This is an optimization exercise on Yosys and OpenROAD, whose aim is small area, a short achievable clock period and few clock cycles per item, not a production implementation.
RTL that was checked went through simulation tests only; none was proved equivalent to the original.

## sbox_subbytes_pipe
module sbox_subbytes_pipe
#(
   parameter int N_BYTES = 16
) (
   input  logic                 clk,
   input  logic                 rst_n,
   input  logic                 in_valid,
   output logic                 in_ready,
   input  logic [8*N_BYTES-1:0] in_data,
   input  logic                 in_inv,
   output logic                 out_valid,
   input  logic                 out_ready,
   output logic [8*N_BYTES-1:0] out_data,
   output logic                 out_inv,
   output logic                 busy
);
   localparam int NC = 12;    
   logic                     vld_q;
   logic                     inv_q;
   logic [N_BYTES*NC-1:0]    cut_d, cut_q;
   logic                     adv;
   assign adv = !vld_q || out_ready;
   generate
      for (genvar i = 0; i < N_BYTES; i++) begin : g_lane
         sbox_lane_s1 u_s1 (
            .in_byte (in_data[8*i +: 8]),
            .inv     (in_inv),
            .cut     (cut_d[NC*i +: NC])
         );
         sbox_lane_s2 u_s2 (
            .cut      (cut_q[NC*i +: NC]),
            .inv      (inv_q),
            .out_byte (out_data[8*i +: 8])
         );
      end
   endgenerate
  ...
Size in the first run: roughly 9300 cells after synthesis, about 270 I/O pins, ~48000 um2 of cells after synthesis.
clock: 5.0 ns
lec_check: 0
abc_area: 1
cap_margin: 20
cell_pad_in_sites_detail_placement: 1
cell_pad_in_sites_global_placement: 2
core_margin: 2
core_utilization: 30
place_density: 0.5
slew_margin: 20
run.sh (not shown) runs the stock make flow with config.mk's settings and CLKGATE_MAP_FILE= SYNTH_SCRIPT=/design/flow/synth_recipe.tcl, a recipe that flattens the netlist after the stock synthesis.
The baseline completed with no timing, DRC or antenna violations.
Edit:
==> flow/flow/run.sh (new file) <==
#!/bin/bash
# Own flow: the standard layout, but synthesis maps the logic with an
# area-oriented ABC script (flow/abc.script) in place of ORFS's abc_area.script.
# Everything else (registers, flattening, renaming, later steps) is the standard flow.
set -euo pipefail
cd "$(dirname "$0")/.."
rm -rf myscripts
cp -r "$FLOW_HOME/scripts" myscripts
cp flow/abc.script myscripts/abc_area.script
bash standard.sh SCRIPTS_DIR="$PWD/myscripts" synth > synth.log 2>&1
bash standard.sh > layout.log 2>&1
==> flow/flow/abc.script (new file) <==
strash
dch
&get -n
&nf -R 200
&put
topo
stime -c
buffer -c
upsize -c
dnsize -c
==> flow/standard.sh (new file) <==
#!/bin/bash
# synth_recipe.tcl (not shown) runs the flow's synth.tcl, then flattens the netlist and writes it again
# the make line also repeats each setting of config.mk as NAME=value (left out here)
make -C /OpenROAD-flow-scripts/flow DESIGN_CONFIG=/design/flow/config.mk WORK_HOME=/design/flow/orfs CLKGATE_MAP_FILE= SYNTH_SCRIPT=/design/flow/synth_recipe.tcl "${@:-finish}"
--- a/flow/config.mk
+++ b/flow/config.mk
@@ -12,4 +12,4 @@
 export CORE_MARGIN = 2
-export CORE_UTILIZATION = 30
-export PLACE_DENSITY = 0.5
+export CORE_UTILIZATION = 50
+export PLACE_DENSITY = 0.6
 export SLEW_MARGIN = 20
removed: flow/run.sh
After rerunning:
- The changed run completed and failed the layout checks on negative setup slack
- die area shrinks by well over a third
- cell count decreases by well over a third
- fmax goes down by a few percent
- synthesized cell count went down by well over a third
- via count is lower by well over a third
- critical path depth came out lower by 3
- utilization rose by 30 points
- clock skew hardly moves
Edit:
==> flow/run.sh (new file) <==
#!/bin/bash
# synth_recipe.tcl (not shown) runs the flow's synth.tcl, then flattens the netlist and writes it again
# the make line also repeats each setting of config.mk as NAME=value (left out here)
make -C /OpenROAD-flow-scripts/flow DESIGN_CONFIG=/design/flow/config.mk WORK_HOME=/design/flow/orfs CLKGATE_MAP_FILE= SYNTH_SCRIPT=/design/flow/synth_recipe.tcl finish
--- a/flow/config.mk
+++ b/flow/config.mk
@@ -9,7 +9,8 @@
 export CAP_MARGIN = 20
-export CELL_PAD_IN_SITES_DETAIL_PLACEMENT = 1
-export CELL_PAD_IN_SITES_GLOBAL_PLACEMENT = 2
+export CELL_PAD_IN_SITES_DETAIL_PLACEMENT = 0
+export CELL_PAD_IN_SITES_GLOBAL_PLACEMENT = 1
 export CORE_MARGIN = 2
-export CORE_UTILIZATION = 50
-export PLACE_DENSITY = 0.6
+export CORE_UTILIZATION = 55
+export PLACE_DENSITY = 0.65
+export SETUP_SLACK_MARGIN = 1.5
 export SLEW_MARGIN = 20
removed: flow/flow/run.sh
removed: flow/flow/abc.script
removed: flow/standard.sh
With this change the flow completed with no timing, DRC or antenna violations. Via count rises to 2.5 times its value. Area after synthesis rises by 48%. Non-clock buffer count is higher by 698.
Function was not checked in any run of this note: the RTL went through the layout flow alone.

========
== oak ==
sbox_subbytes_pipe, a different RTL version from the one above (not shown whole).
For scale: ~270 I/O pins, roughly 0.034 mm^2 of cells after synthesis.
==> flow/config.mk <==
export PLATFORM = sky130hd
export DESIGN_NAME = sbox_subbytes_pipe
export DESIGN_NICKNAME = sbox_subbytes_pipe
export VERILOG_FILES = /design/flow/design.v
export SDC_FILE = /design/flow/constraint.sdc
export NUM_CORES = 4
export LEC_CHECK = 0
export ABC_AREA = 1
export CAP_MARGIN = 20
export CELL_PAD_IN_SITES_DETAIL_PLACEMENT = 0
export CELL_PAD_IN_SITES_GLOBAL_PLACEMENT = 1
export CORE_MARGIN = 2
export CORE_UTILIZATION = 50
export PLACE_DENSITY = 0.62
export SETUP_SLACK_MARGIN = 1.7
export SLEW_MARGIN = 20
==> flow/constraint.sdc <==
create_clock -name core_clock -period 5.0 [get_ports {clk}]
set_input_delay 1.0000 -clock core_clock [delete_from_list [all_inputs] [get_ports {clk}]]
set_output_delay 1.0000 -clock core_clock [all_outputs]
set_load 0.01 [all_outputs]
standard.sh (not shown) runs the stock make flow with config.mk's settings and CLKGATE_MAP_FILE= SYNTH_SCRIPT=/design/flow/synth_recipe.tcl, a recipe that flattens the netlist after the stock synthesis.
==> flow/flow/run.sh <==
#!/bin/bash
# Own flow: the standard layout (standard.sh) with two changes:
#  - synthesis maps the logic with flow/abc.script in place of ORFS's abc_area.script
#    (registers, flattening and renaming are the standard synthesis's);
#  - the port buffers that the standard flow inserts are sky130_fd_sc_hd__buf_2 cells
#    instead of the tool's default pick.
# Each step's full output goes to its own log file in this folder.
set -euo pipefail
cd "$(dirname "$0")/.."
rm -rf myscripts
cp -r "$FLOW_HOME/scripts" myscripts
cp flow/abc.script myscripts/abc_area.script
bash standard.sh SCRIPTS_DIR="$PWD/myscripts" synth > synth.log 2>&1
bash standard.sh BUFFER_PORTS_ARGS="-buffer_cell sky130_fd_sc_hd__buf_2" finish > layout.log 2>&1
==> flow/flow/abc.script <==
strash
dch
map -D 3000
topo
stime -c
buffer -c
upsize -c
dnsize -c
The final layout from oak, which completed every stage, passed the timing, DRC and antenna checks at the end of the flow.
Testbench counts of oak, summed over its fixed seeds: cycles 8,016, items 8,000.
The inputs of pine differ from those of oak as listed below.
Settings: swapping 1.7 for 1.3 in SETUP_SLACK_MARGIN.
Across oak and pine, the outcome is the same: a clean finish for every run.
| number of nets in the layout | pine vs oak | 184 lower |
pine -> oak: number of flip-flops and latches delta 0, exact match
From oak to pine the numbers moved as follows: worst setup slack fell 0.14 ns, final period utilization rose 2.8 points.
[pine] hold slack fell 0.0073 ns relative to oak
Of oak and pine, the lower aggregate routed wire length belongs to pine.
Relative to pine, the following input files were edited for birch:
Settings: SETUP_SLACK_MARGIN no longer set, was 1.3.
==> comparison <==
Across birch and pine, the outcome is the same: a clean finish for every run.
Going from pine to birch, met3 wirelength from detailed routing saw an increase; number of antenna diodes rose 1.
Compared with pine, in birch initial antenna violation count went up, number of buffers and inverters on the critical path went down.
Comparing the two runs side by side, birch comes out ahead of pine on design area.

========
Another version of the RTL of sbox_subbytes_pipe (not shown whole).
For scale: roughly 3600 cells after synthesis, ~450 flip-flops, roughly 270 I/O pins, roughly 0.038 sq mm of cells after synthesis.
==> flow/config.mk <==
export PLATFORM = sky130hd
export DESIGN_NAME = sbox_subbytes_pipe
export DESIGN_NICKNAME = sbox_subbytes_pipe
export VERILOG_FILES = /design/flow/design.v
export SDC_FILE = /design/flow/constraint.sdc
export NUM_CORES = 4
export LEC_CHECK = 0
export ABC_AREA = 1
export CAP_MARGIN = 20
export CELL_PAD_IN_SITES_DETAIL_PLACEMENT = 0
export CELL_PAD_IN_SITES_GLOBAL_PLACEMENT = 1
export CORE_MARGIN = 2
export CORE_UTILIZATION = 60
export CTS_CLUSTER_DIAMETER = 100
export CTS_CLUSTER_SIZE = 30
export PLACE_DENSITY = 0.7
export SETUP_SLACK_MARGIN = 2.05
export SLEW_MARGIN = 20
==> flow/constraint.sdc <==
create_clock -name core_clock -period 5.0 [get_ports {clk}]
set_input_delay 1.0000 -clock core_clock [delete_from_list [all_inputs] [get_ports {clk}]]
set_output_delay 1.0000 -clock core_clock [all_outputs]
set_load 0.01 [all_outputs]
==> flow/flow/abc.script <==
strash
&get -n
&dch -f
&nf -R 1000
&put
topo
stime -c
buffer -c
upsize -c
dnsize -c
Scripts as last shown in full above: flow/flow/run.sh
The starting point passed the timing, DRC and antenna checks.
Testbench counts at the start, summed over its fixed seeds: cycles 8,024, items 8,000.
Rerun with:
==> flow/flow/abc.script (replaced) <==
strash
dch
map -D 3000
topo
stime -c
buffer -c
upsize -c
dnsize -c
--- a/flow/config.mk
+++ b/flow/config.mk
@@ -12,7 +12,5 @@
 export CORE_MARGIN = 2
-export CORE_UTILIZATION = 60
-export CTS_CLUSTER_DIAMETER = 100
-export CTS_CLUSTER_SIZE = 30
-export PLACE_DENSITY = 0.7
-export SETUP_SLACK_MARGIN = 2.05
+export CORE_UTILIZATION = 50
+export PLACE_DENSITY = 0.62
+export SETUP_SLACK_MARGIN = 2.0
 export SLEW_MARGIN = 20
Outcome:
- synthesized area went up by 2.0%
- via count climbs by 11%
- worst setup slack got worse by 0.021 ns
- utilization is lower by 8.8 points
Rerun with:
==> flow/flow/abc.script (replaced) <==
strash
dch
map -D 3000
strash
dch
map -D 3000
topo
stime -c
buffer -c
upsize -c
dnsize -c
--- a/flow/config.mk
+++ b/flow/config.mk
@@ -12,5 +12,7 @@
 export CORE_MARGIN = 2
-export CORE_UTILIZATION = 50
-export PLACE_DENSITY = 0.62
-export SETUP_SLACK_MARGIN = 2.0
+export CORE_UTILIZATION = 60
+export CTS_CLUSTER_DIAMETER = 100
+export CTS_CLUSTER_SIZE = 30
+export PLACE_DENSITY = 0.7
+export SETUP_SLACK_MARGIN = 2.05
 export SLEW_MARGIN = 20
The new run finished clean.
Worst hold slack is better by 0.027 ns.
Cell count shrinks by 5.9%.
Critical path depth falls by 1.
Clock skew rises by 0.0061 ns.

========
Starting RTL as in the previous note.
Settings: LEC_CHECK=0, ABC_AREA=1, CAP_MARGIN=20, CELL_PAD_IN_SITES_DETAIL_PLACEMENT=0, CELL_PAD_IN_SITES_GLOBAL_PLACEMENT=1, CORE_MARGIN=2, CORE_UTILIZATION=50, CTS_CLUSTER_DIAMETER=80, CTS_CLUSTER_SIZE=24, PLACE_DENSITY=0.62, SETUP_SLACK_MARGIN=2.0, SLEW_MARGIN=20; clock period 5.0 ns.
==> flow/flow/abc.script <==
strash
dch
map -D 3000
topo
stime -c
buffer -c
upsize -c
dnsize -c
Scripts as last shown in full above: flow/flow/run.sh
Testbench counts at the start, summed over its fixed seeds: cycles 8,024, items 8,000.
==> next run, changes <==
==> flow/flow/abc.script (replaced) <==
strash
&get -n
&dch
&nf -R 1000
&dch
&nf -R 1000
&put
topo
stime -c
- CORE_UTILIZATION: 50 -> 60
- CTS_CLUSTER_DIAMETER: 80 -> 100
- CTS_CLUSTER_SIZE: 24 -> 30
- PLACE_DENSITY: 0.62 -> 0.7
- SETUP_SLACK_MARGIN: 2.0 -> 2.05
After rerunning: First-iteration DRC count decreases by roughly a tenth; non-clock buffer count decreases by 2; worst setup slack improved by 0.041 ns.
==> next run, changes <==
==> flow/flow/abc.script (replaced) <==
strash
dch
map -D 3000
topo
stime -c
buffer -c
upsize -c
dnsize -c
What happened: Register-to-register slack improved by 0.13 ns. Final cell count went up by 14%. Via count went up by 6.5%. Synthesized area went up by 6.6%. Critical path depth went down by 1. Maximum frequency went down by 0.52%. Core utilization went down by 1.2 points. Sequential share of layout area went down by 1.6 points.

========
Another version of the RTL of sbox_subbytes_pipe (not shown whole).
For scale: roughly 4400 cells after synthesis, ~190 flip-flops, roughly 270 I/O pins.
clock: 5.0 ns
lec_check: 0
abc_area: 1
cap_margin: 20
cell_pad_in_sites_detail_placement: 1
cell_pad_in_sites_global_placement: 2
core_margin: 2
core_utilization: 50
place_density: 0.6
slew_margin: 20
==> flow/flow/run.sh <==
#!/bin/bash
# Own flow: the standard layout, but synthesis maps the logic with an
# area-oriented ABC script (flow/abc.script) in place of ORFS's abc_area.script.
# Everything else (registers, flattening, renaming, later steps) is the standard flow.
set -euo pipefail
cd "$(dirname "$0")/.."
rm -rf myscripts
cp -r "$FLOW_HOME/scripts" myscripts
cp flow/abc.script myscripts/abc_area.script
bash standard.sh SCRIPTS_DIR="$PWD/myscripts" synth > synth.log 2>&1
bash standard.sh > layout.log 2>&1
==> flow/flow/abc.script <==
strash
dch
map -D 3000
topo
stime -c
buffer -c
upsize -c
dnsize -c
The baseline completed without violations.
Edit:
==> flow/flow/run.sh (replaced) <==
#!/bin/bash
# Own flow: the standard layout (standard.sh) with two changes:
#  - synthesis maps the logic with flow/abc.script in place of ORFS's abc_area.script
#    (registers, flattening and renaming are the standard synthesis's);
#  - the port buffers that the standard flow inserts are sky130_fd_sc_hd__buf_2 cells
#    instead of the tool's default pick.
# Each step's full output goes to its own log file in this folder.
set -euo pipefail
cd "$(dirname "$0")/.."
rm -rf myscripts
cp -r "$FLOW_HOME/scripts" myscripts
cp flow/abc.script myscripts/abc_area.script
bash standard.sh SCRIPTS_DIR="$PWD/myscripts" synth > synth.log 2>&1
bash standard.sh BUFFER_PORTS_ARGS="-buffer_cell sky130_fd_sc_hd__buf_2" finish > layout.log 2>&1
--- a/flow/config.mk
+++ b/flow/config.mk
@@ -10,2 +10,2 @@
-export CELL_PAD_IN_SITES_DETAIL_PLACEMENT = 1
-export CELL_PAD_IN_SITES_GLOBAL_PLACEMENT = 2
+export CELL_PAD_IN_SITES_DETAIL_PLACEMENT = 0
+export CELL_PAD_IN_SITES_GLOBAL_PLACEMENT = 1
@@ -14 +14 @@
-export PLACE_DENSITY = 0.6
+export PLACE_DENSITY = 0.62
After rerunning: The changed run ran to the end with no violations; setup slack improves by 210 ps; maximum frequency rose by 4.4%; wire length fell by 20%; flip-flop and latch count is unchanged; die area is unchanged; non-clock buffer count fell by 42; clock-buffer cell count fell by 5.
No run of this note included a check of the RTL's function; only the layout flow was run.

========
run 1:
RTL: one of the versions met above, not the one the previous note started from.
For scale: about 3600 cells after synthesis, roughly 450 flip-flops, ~270 I/O pins, roughly 36000 µm² of cells after synthesis.
export LEC_CHECK = 0
export ABC_AREA = 1
export CAP_MARGIN = 20
export CELL_PAD_IN_SITES_DETAIL_PLACEMENT = 0
export CELL_PAD_IN_SITES_GLOBAL_PLACEMENT = 1
export CORE_MARGIN = 2
export CORE_UTILIZATION = 60
export CTS_CLUSTER_DIAMETER = 100
export CTS_CLUSTER_SIZE = 30
export PLACE_DENSITY = 0.7
export SETUP_SLACK_MARGIN = 2.05
export SLEW_MARGIN = 20
create_clock -name core_clock -period 5.0 [get_ports {clk}]
==> flow/flow/run.sh <==
#!/bin/bash
# Own flow: the standard layout (standard.sh) with two changes:
#  - synthesis maps the logic with flow/abc.script in place of ORFS's abc_area.script
#    (registers, flattening and renaming are the standard synthesis's);
#  - the port buffers that the standard flow inserts are sky130_fd_sc_hd__buf_2 cells
#    instead of the tool's default pick.
# Each step's full output goes to its own log file in this folder.
set -euo pipefail
cd "$(dirname "$0")/.."
rm -rf myscripts
cp -r "$FLOW_HOME/scripts" myscripts
cp flow/abc.script myscripts/abc_area.script
bash standard.sh SCRIPTS_DIR="$PWD/myscripts" synth > synth.log 2>&1
bash standard.sh BUFFER_PORTS_ARGS="-buffer_cell sky130_fd_sc_hd__buf_2" finish > layout.log 2>&1
==> flow/flow/abc.script <==
strash
&get -n
&dch -f
&nf -R 1000
&put
topo
stime -c
Per the final summary, run 1 finished and its layout is clean on timing, DRC and antenna.
Testbench counts of run 1, summed over its fixed seeds: cycles 8,024, items 8,000.
For run 2, these inputs were changed with respect to run 1:
- CORE_UTILIZATION changed from 60 to 70
- PLACE_DENSITY changed from 0.7 to 0.8
## What came out
Timing-limited maximum frequency, run 1 and run 2: smaller value in run 2
Die height was lower in run 2 than in run 1.
Clock-pin slew on the worst setup and hold paths across run 1 and run 2: no real change.
Compare run 1 and run 2 | met1 usage in global routing lower: run 1
| half-perimeter wire length after placement | run 1 vs run 2 | ≈ equal |
Taking run 1 as the reference, in run 2 cell count of the worst reg-to-reg path -2, worst setup slack -34 ps, register-to-register slack +50 ps, worst setup timing slack at the placement stage +25 ps.
Inputs modified between run 2 and run 3:
- swapping 0.8 for 0.72 in PLACE_DENSITY
- swapping 70 for 62 in CORE_UTILIZATION
- clearing CTS_CLUSTER_DIAMETER, which used to be 100
- swapping 2.05 for 2.0 in SETUP_SLACK_MARGIN
- clearing CTS_CLUSTER_SIZE, which used to be 30
==> flow/flow/abc.script <==
strash
dch
map -D 3000
topo
stime -c
buffer -c
upsize -c
dnsize -c
==> notes.md <==
Diff run 2 -> run 3: total global-route track usage now smaller; sequential share of the synthesized area decreased by 2.2 points relative to the old numbers; wire length shows an increase of about 0.4%. Run 3 ran to completion and came out clean on the timing, DRC and antenna checks. A end point of the critical path of out_data[86] is what run 3 shows, while out_data[93] belongs to run 2.
### run 3 -> run 4
- CORE_UTILIZATION changed from 62 to 60
- CTS_CLUSTER_SIZE newly set to 30
- PLACE_DENSITY changed from 0.72 to 0.7
- CTS_CLUSTER_DIAMETER newly set to 100
- SETUP_SLACK_MARGIN changed from 2.0 to 2.15
==> flow/flow/abc.script <==
strash
&get -n
&dch -f
&nf -R 1000
&put
topo
stime -c
### Flow results
Summary of run 4 over run 3: number of buffers outside the clock class in the layout has increased, synthesized-area fraction occupied by ao, oa, aoi and oai cells -1.4 points, area inside the core boundary went down. Clock-buffer cell count: run 4 vs run 3 down 68%. Compared with run 3, run 4 shows a lower worst-case setup slack after placement. Global-route usage for run 4: 0.18 points up relative to run 3. [compare] base=run 3 new=run 4: number of gates resized after CTS went up, initial antenna violation count went down, layout overhead on the synthesized area went up. Compared with run 3, run 4 shows a total placed cells including tap cells that is 13% lower.

==> separate check: timing with driven ports <==
How much do the figures lean on ideal ports? The routed layouts below were timed once more, with nothing changed but the port constraints. Step 1, drivers: a clkbuf_16 drives clk and a buf_2 each remaining input, both assumed. Step 2 times the ports against the registers' clock, not the clock port: input delays grow and output delays shrink by t, the midpoint of the rising clock arrivals with the driver on. Three values: no drivers, after step 1, after step 2; two values: the first two.
| run | t, ns | setup WS [ns] | hold WS [ns] | cell pins on the clock port's net |
|---|---|---|---|---|
| the first run of note 1 | 0.605 | 0.193 / 0.116 / 0.295 | 0.896 / 0.896 / 0.896 | 1 |
| the second run of note 1 | 0.568 | -0.107 / -0.176 / 0.050 | 0.964 / 0.964 / 0.964 | 1 |
| the third run of note 1 | 0.585 | 0.541 / 0.473 / 0.808 | 0.903 / 0.860 / 0.929 | 1 |
| oak | 0.629 | 1.627 / 1.465 / 0.837 | 0.497 / 0.497 / 0.497 | 1 |
| pine | 0.638 | 1.485 / 1.461 / 0.823 | 0.489 / 0.489 / 0.489 | 1 |
| birch | 0.626 | 1.135 / 1.167 / 0.541 | 0.489 / 0.489 / 0.489 | 1 |
| the first run of note 3 | 0.617 | 2.087 / 2.025 / 1.792 | 0.440 / 0.440 / 0.440 | 1 |
| the second run of note 3 | 0.669 | 2.067 / 2.000 / 1.852 | 0.420 / 0.420 / 0.420 | 1 |
| the third run of note 3 | 0.647 | 2.069 / 2.002 / 1.585 | 0.447 / 0.447 / 0.447 | 1 |
| the first run of note 4 | 0.682 | 2.060 / 1.994 / 1.863 | 0.428 / 0.428 / 0.428 | 1 |
| the second run of note 4 | 0.635 | 2.102 / 2.034 / 1.813 | 0.440 / 0.440 / 0.440 | 1 |
| the third run of note 4 | 0.619 | 2.087 / 2.020 / 1.729 | 0.436 / 0.436 / 0.436 | 1 |
| the first run of note 5 | 0.555 | 0.078 / 0.014 / 0.132 | 0.893 / 0.893 / 0.893 | 1 |
| the second run of note 5 | 0.542 | 0.284 / 0.221 / 0.439 | 0.753 / 0.712 / 1.034 | 1 |
| run 1 | 0.626 | 2.112 / 2.044 / 1.692 | 0.440 / 0.440 / 0.440 | 1 |
| run 2 | 0.607 | 2.079 / 2.014 / 1.770 | 0.441 / 0.441 / 0.441 | 1 |
| run 3 | 0.655 | 2.041 / 1.978 / 1.676 | 0.423 / 0.423 / 0.423 | 1 |
| run 4 | 0.627 | 2.151 / 2.084 / 1.729 | 0.440 / 0.440 / 0.440 | 1 |
For oak, which loses most, drivers alone change the setup slack by -0.162 ns; drivers and shift together by -0.790 ns.
